Source: an optimization exercise on an open RTL-to-GDS flow (aim: small area and a short achievable clock period). Production flows keep margins and buffers that such runs may drop.
Function was not checked in any run shown here: the RTL went through the layout flow alone.
Power figures rest on the tool's default switching activity, not on a simulated workload.

==> flow/design.v, too long to show whole: its modules and the start of the top module <==
// module alu_32_adder: 676 lines
// module alu_32_c_aoi21: 3 lines
// module alu_32_c_inv: 3 lines
// module alu_32_c_majii: 3 lines
// module alu_32_c_nand2: 3 lines
// module alu_32_c_nor2: 3 lines
// module alu_32_c_oai21: 3 lines
// module alu_32_c_xnor2: 3 lines
// module alu_32_c_xor2: 3 lines
// module alu_32_mx: 9 lines
// module alu_32_rsel: 12 lines
// module alu_32_hxn: 8 lines
// module alu_32_hor: 8 lines
// module alu_32_mxi: 9 lines
// module alu_32_x2: 8 lines
// module alu_32_fa: 11 lines
// module alu_32_ha: 10 lines
// module alu_32_bsel: 13 lines
// module alu_32_bmux: 10 lines
// module alu_32_han: 10 lines
// module alu_32: 1520 lines
module alu_32
(
  input  logic              clk,
  input  logic              rst,
  input  logic [2:0]        ALU_OP,
  input  logic [alu_32_pkg::DATA_W-1:0] A,
  input  logic [alu_32_pkg::DATA_W-1:0] B,
  input  logic              C_I,
  output logic [alu_32_pkg::DATA_W-1:0] R,
  output logic              C_O
);
  // ...
==> flow/flow/run.sh <==
#!/bin/bash
# Layout flow: the standard synthesis, then every combinational cell set to the
# smallest drive of its family (the layout's repair steps size up again where
# timing, slew or capacitance need it), then the standard layout steps with
# small port buffers. Each step's full output goes to a log file here.
set -euo pipefail
R=$PWD/orfs/results/$FLOW_PLATFORM/alu_32/base
LIB=$FLOW_HOME/platforms/$FLOW_PLATFORM/lib/sky130_fd_sc_hd__tt_025C_1v80.lib
EXTRA=()
[[ -f flow/extra.txt ]] && mapfile -t EXTRA < <(grep -v '^#' flow/extra.txt | grep .)
bash standard.sh "${EXTRA[@]}" "$R/1_2_yosys.v" > synth.log 2>&1
cp "$R/1_2_yosys.v" yosys_std.v
python3 flow/downsize.py "$LIB" yosys_std.v "$R/1_2_yosys.v" > downsize.log 2>&1
bash standard.sh "${EXTRA[@]}" finish > layout.log 2>&1
==> flow/flow/downsize.py <==
#!/usr/bin/env python3
"""Rewrite a mapped netlist so each combinational cell uses the smallest-area
variant of its cell family (same name without the _N drive suffix, same pins).
Flip-flops are left alone. The layout's repair steps upsize again where timing,
slew or capacitance need it.
usage: downsize.py LIBERTY NETLIST_IN NETLIST_OUT [dont_use ...]"""
import re
import sys

lib, src, dst = sys.argv[1:4]
dont = set(sys.argv[4:])
area = {}
pins = {}
cur = None
for line in open(lib):
    m = re.match(r'\s*cell\s*\(\s*"?([\w]+)"?\s*\)', line)
    if m:
        cur = m.group(1)
        pins[cur] = set()
        continue
    m = re.match(r'\s*area\s*:\s*([\d.]+)', line)
    if m and cur and cur not in area:
        area[cur] = float(m.group(1))
    m = re.match(r'\s*pin\s*\(\s*"?(\w+)"?\s*\)', line)
    if m and cur:
        pins[cur].add(m.group(1))

fam = {}
for c in area:
    m = re.match(r'(sky130_fd_sc_hd__\w+?)_(\d+)$', c)
    if m and c not in dont:
        fam.setdefault(m.group(1), []).append(c)

seq = re.compile(r'sky130_fd_sc_hd__(df|dl|sdf|edf|lpflow|probe|clkdly|dly|tap|fill|decap|conb)')
best = {}
for f, cs in fam.items():
    if seq.match(f):
        continue
    for c in cs:
        cands = [x for x in cs if pins[x] == pins[c]]
        best[c] = min(cands, key=lambda x: (area[x], x))

txt = open(src).read()
count = {}


def sub(m):
    c = m.group(1)
    b = best.get(c, c)
    if b != c:
        count[(c, b)] = count.get((c, b), 0) + 1
    return b + m.group(2)


txt = re.sub(r'\b(sky130_fd_sc_hd__\w+)(\s+[\\\w$.\[\]]+\s*\()', sub, txt)
open(dst, 'w').write(txt)
for (c, b), n in sorted(count.items()):
    print(f"{n:5d} {c} -> {b}")
==> flow/flow/extra.txt <==
# extra ORFS make variables, one per line
BUFFER_PORTS_ARGS=-buffer_cell sky130_fd_sc_hd__buf_2
REMOVE_ABC_BUFFERS=1
==> flow/standard.sh <==
#!/bin/bash
# synth_recipe.tcl (not shown) runs the flow's synth.tcl, then flattens the netlist and writes it again
# the make line also repeats each setting of config.mk as NAME=value (left out here)
make -C /OpenROAD-flow-scripts/flow DESIGN_CONFIG=/design/flow/config.mk WORK_HOME=/design/flow/orfs CLKGATE_MAP_FILE= SYNTH_SCRIPT=/design/flow/synth_recipe.tcl "${@:-finish}"
==> flow/config.mk <==
export PLATFORM = sky130hd
export DESIGN_NAME = alu_32
export DESIGN_NICKNAME = alu_32
export VERILOG_FILES = /design/flow/design.v
export SDC_FILE = /design/flow/constraint.sdc
export NUM_CORES = 4
export LEC_CHECK = 0
export CAP_MARGIN = 20
export CORE_MARGIN = 2
export CORE_UTILIZATION = 40
export SETUP_SLACK_MARGIN = 3
export SLEW_MARGIN = 20
export SYNTH_HIERARCHICAL = 1
export SYNTH_MINIMUM_KEEP_SIZE = 0
export TNS_END_PERCENT = 0
==> flow/constraint.sdc <==
create_clock -name core_clock -period 11.0 [get_ports {clk}]
set_input_delay 2.2000 -clock core_clock [delete_from_list [all_inputs] [get_ports {clk}]]
set_output_delay 2.2000 -clock core_clock [all_outputs]
set_load 0.01 [all_outputs]
==> results.txt, run 1 <==
n_taps: 468
delay-heaviest family, CP: adder cells
Final Wtd Congestion: 0.9487
CTS tree: built
Max Slew Vio Count: 0
CP max-delay cell: fa_1
crit start category: primary input
Hold Crit Class: in2reg
max cap viols: 0
vias in the first global route: 13310
Min-Delay Path Depth: 2
Final nets: 2018
hold_sp: rst
RSZ-0062 raised after global routing: no
Iteration-0 DRC Markers: 1424
met2 routed WL: 24920 µm
Layout area overhead: 10.49%
Reg clk slew, reported paths: 0.06 ns
status: finished clean
yosys warns: 8
Critical Path Source: B[17]
number of buffers inserted by port buffering: 102
count of final setup violators: 0
per-cell routed wire length: 24.61 µm
Net Sw Power: 2.529 mW
Flop pwr share: 3.7%
==> run 2: changes to the inputs <==
--- a/flow/config.mk
+++ b/flow/config.mk
@@ -8,7 +8,7 @@
 export CAP_MARGIN = 20
 export CORE_MARGIN = 2
 export CORE_UTILIZATION = 40
-export SETUP_SLACK_MARGIN = 3
+export SETUP_SLACK_MARGIN = 3.25
 export SLEW_MARGIN = 20
 export SYNTH_HIERARCHICAL = 1
 export SYNTH_MINIMUM_KEEP_SIZE = 0
==> run 2 against run 1 <==
Critical path depth fell by 1. Cell area rose by 2.7%. Hold slack got worse by 0.0032 ns. Largest cell class unchanged. Power rose by 3.6%. Still clean on timing, DRC and antenna. Synthesized cell count did not move. Highest routed layer unchanged. Count of clock-buffer cells in the layout did not move. Cell count rose by 0.88%. Sequential share of layout area fell by 0.11 points.
==> results.txt, run 2 <==
status: finished clean (unchanged)
count of final setup violators: 0 (unchanged)
total die area: 0.03811 mm² (unchanged)
Core Footprint: 0.03635 mm² (unchanged)
Max Slew Vio Count: 0 (unchanged)
Syn Std Cell Area: 0.01463 mm² (unchanged)
hold_sp: rst (unchanged)
per-cell routed wire length: 25.08 µm (was 24.61 µm)
endpoints failing hold: 0 (unchanged)
fill count: 3503 (was 3561)
Critical Path Max Stage Delay: 0.57 ns (was 0.54 ns)
total power: 4.765 mW (was 4.598 mW)
Layout area overhead: 13.51% (was 10.49%)
worst vdd ir: 0.1871 mV (was 0.1876 mV)
largest net degree at the start of global routing: 43 (unchanged)
yosys warns: 8 (unchanged)
critical-path cell list: buf_2 -> nand2b_4 -> o22ai_4 -> buf_4 -> a22oi_1 -> xnor2_1 -> fa_1 -> fa_1 -> fa_1 -> fa_1 -> fa_1 -> mux2i_4 -> nand2_1 -> a21oi_1 -> o21ai_1 -> inv_1 -> o21ai_0 -> a21oi_1 -> o21ai_0 -> xor2_1 -> nand2_1 -> o21ai_0 -> a32oi_1 -> o21ai_0
number of buffers inserted by port buffering: 102 (unchanged)
Critical Path RT: 11.18 ns (about the same)
crit path DAT: 7.71 ns (was 7.92 ns)
critical path buffer and inverter count: 3 (was 4)
Largest register FFs: 32 (unchanged)
Mapped Avg Cell Area: 8.823 µm² (unchanged)
multi-input logic area: 0.01372 mm² (was 0.01355 mm²)
Hold Crit Class: in2reg (unchanged)
most used cell, CP: fa_1 (unchanged)
FP Rows: 70 (unchanged)
Routed WL: 54700 µm (was 53210 µm)
first-pass GRT wire length: 80480 µm (was 80440 µm)
Final nets: 2038 (was 2018)
post-synthesis cell count: 1658 (unchanged)
Setup Crit Path Kind: in2reg (unchanged)
Post-CTS Hold Buffers: 0 (unchanged)
Iteration-0 DRC Markers: 1696 (was 1424)
Slew headroom: 25.40% (was 34.30%)
Critical Path Source: B[2] (was B[17])
via/cell ratio: 6.231 (was 6.222)
Pre-antenna DRT Iters: 8 (was 7)
Clock Sinks: 33 (unchanged)
CTS Buffer Depth: 2 (unchanged)
Root Buffer: clkbuf_16 (unchanged)
FF/Latch Area: 660.6 µm² (unchanged)
worst slew pin tran: 1.116 ns (was 0.9855 ns)
fmax: 132.8 MHz (was 129.2 MHz)
CTS buffer count: 5 (unchanged)
die height: 195.2 µm (unchanged)
Reg clk slew, reported paths: 0.06 ns (about the same)
Tcrit/Tclk final: 68.46% (was 70.37%)
crit start category: primary input (unchanged)
layout cells sized above 1: 14.42% (was 11.70%)
Detailed Place HPWL: 37800 µm (unchanged)
leakage power: 6.178 nW (was 5.988 nW)
Cell Pwr Density: 287.0 mW/mm² (was 284.5 mW/mm²)
vias in the first global route: 13330 (was 13310)
Final Wtd Congestion: 0.9487 (unchanged)
CP max-delay cell: fa_1 (unchanged)
Die Wd: 195.2 µm (unchanged)
min cycle time layout: 7.531 ns (was 7.741 ns)
DRC viols: 0 (unchanged)
most frequent cells in the layout: xnor2_1, a22oi_1, fa_1 (unchanged)
Min-Delay Path Depth: 2 (unchanged)
max cap viols: 0 (unchanged)
# diodes: 0 (was 1)
Remaining Overflow, GRT: 0 (unchanged)
CTS tree: built (unchanged)
Worst Hold End: r_q[0] (unchanged)
RSZ-0062 raised after global routing: no (unchanged)
Initial Utilization: 40.24% (unchanged)
Biggest register: r_q (unchanged)
GRT Overall Usage: 27.53% (was 27.50%)
largest registers: r_q x32, c_q x1 (unchanged)
H-tree depth: 2 (unchanged)
Top-Level Pins: 103 (unchanged)
setup TNS: 0 ns (unchanged)
commonest non-fill, non-tap cell in the layout: xnor2_1 (unchanged)
via count: 13590 (was 13450)
delay-heaviest family, CP: adder cells (unchanged)
initial antenna violation count: 0 (unchanged)
final core occ: 45.68% (was 44.46%)
Worst Path Max Fanout: 5 (was 26)
Setup crit end kind: flip-flop (unchanged)
Routed Antenna Nets: 0 (unchanged)
run 2: changes by cell type in the layout (fill, tap and decap cells not counted), sizes merged:
cell    change
o22ai       +1
nor2b       -1
diode       -1
buf        +16
clkbuf      +4
run 2: power breakdown:
| group | internal [mW] | switching, mW | total, mW |
|---|---|---|---|
| registers | 0.162 | 0.00767 | 0.170 |
| clock network | 0.105 | 0.0629 | 0.168 |
| logic | 1.87 | 2.55 | 4.43 |
| total | 2.14 | 2.62 | 4.76 |
run 2: per-stage QoR:
step                      hold slack, ns  instances  worst slack (ns)  instance area [µm²]
after floorplan                    2.313       1522             1.544                14120
after global routing               2.240       2181             3.214                16600
after global placement             2.513       2135             1.988                15610
final                              2.211       2181             3.469                16600
after detailed placement           2.516       2136             2.142                15620
after CTS                          2.194       2147             3.252                15950
run 2: metal layers:
metal  up-vias  GRT usage, %  wire length, µm
li1       5874             -                -
met1      6789         35.82            21920
met2       800         45.28            25840
met3       126         4.801             5151
met4         0         11.54             1797
met5         -             0                0
run 2: worst max path at each step:
stage | endpoint | slack, ns | cells after the start
global placement | r_q[0] | 1.99 | 23
finish | r_q[0] | 3.47 | 24
CTS | r_q[0] | 3.25 | 22
global route | r_q[0] | 3.21 | 27
floorplan | r_q[0] | 1.54 | 16
detailed placement | r_q[0] | 2.14 | 24
run 2: area by class of cell:
cell class,instances,area share [%]
Inverter,33,0.7460
Clock inverter,2,0.2110
Sequential cell,33,3.979
Clock buffer,5,0.7535
Tap cell,468,3.526
Timing Repair Buffer,183,8.146
Multi-Input combinational cell,1457,82.64
run 2: what timing repair did:
item                                    4_1_cts  5_1_grt
cloned                                        0        7
pin swaps                                     1       20
endpoints found under the setup margin       13        6
resized for setup                            31       79
setup buffers                                 4       27

==> re-timing with driven ports <==
In the flow no input, the clock included, has a driving cell. The finished layouts below were timed again as built, in two steps.
Step 1 (the two cells are an assumption about what drives the block):
set clk [get_ports {clk}]
set_driving_cell -lib_cell sky130_fd_sc_hd__clkbuf_16 $clk
set_driving_cell -lib_cell sky130_fd_sc_hd__buf_2 [delete_from_list [all_inputs] $clk]
Step 2 also shifts input and output timing later by t, the mid clock arrival at the registers, as if the neighbouring blocks saw the same clock.
a / b / c = ideal ports / drivers / drivers and shift; a / b = the first two.
run	t (ns)	setup slack, ns	worst hold slack (ns)	worst setup path after step 2	latest minus earliest clock arrival (ns)
run 1	0.349	3.259 / 3.272 / 2.922	2.214 / 2.188 / 2.537	input to register	0.012 / 0.011
run 2	0.353	3.469 / 3.470 / 3.117	2.211 / 2.184 / 2.537	input to register	0.013 / 0.012
After both steps setup and hold are still met in every run listed. The setup slack of run 2, which loses most, moves by +0.001 ns with the drivers and by -0.352 ns with both steps.
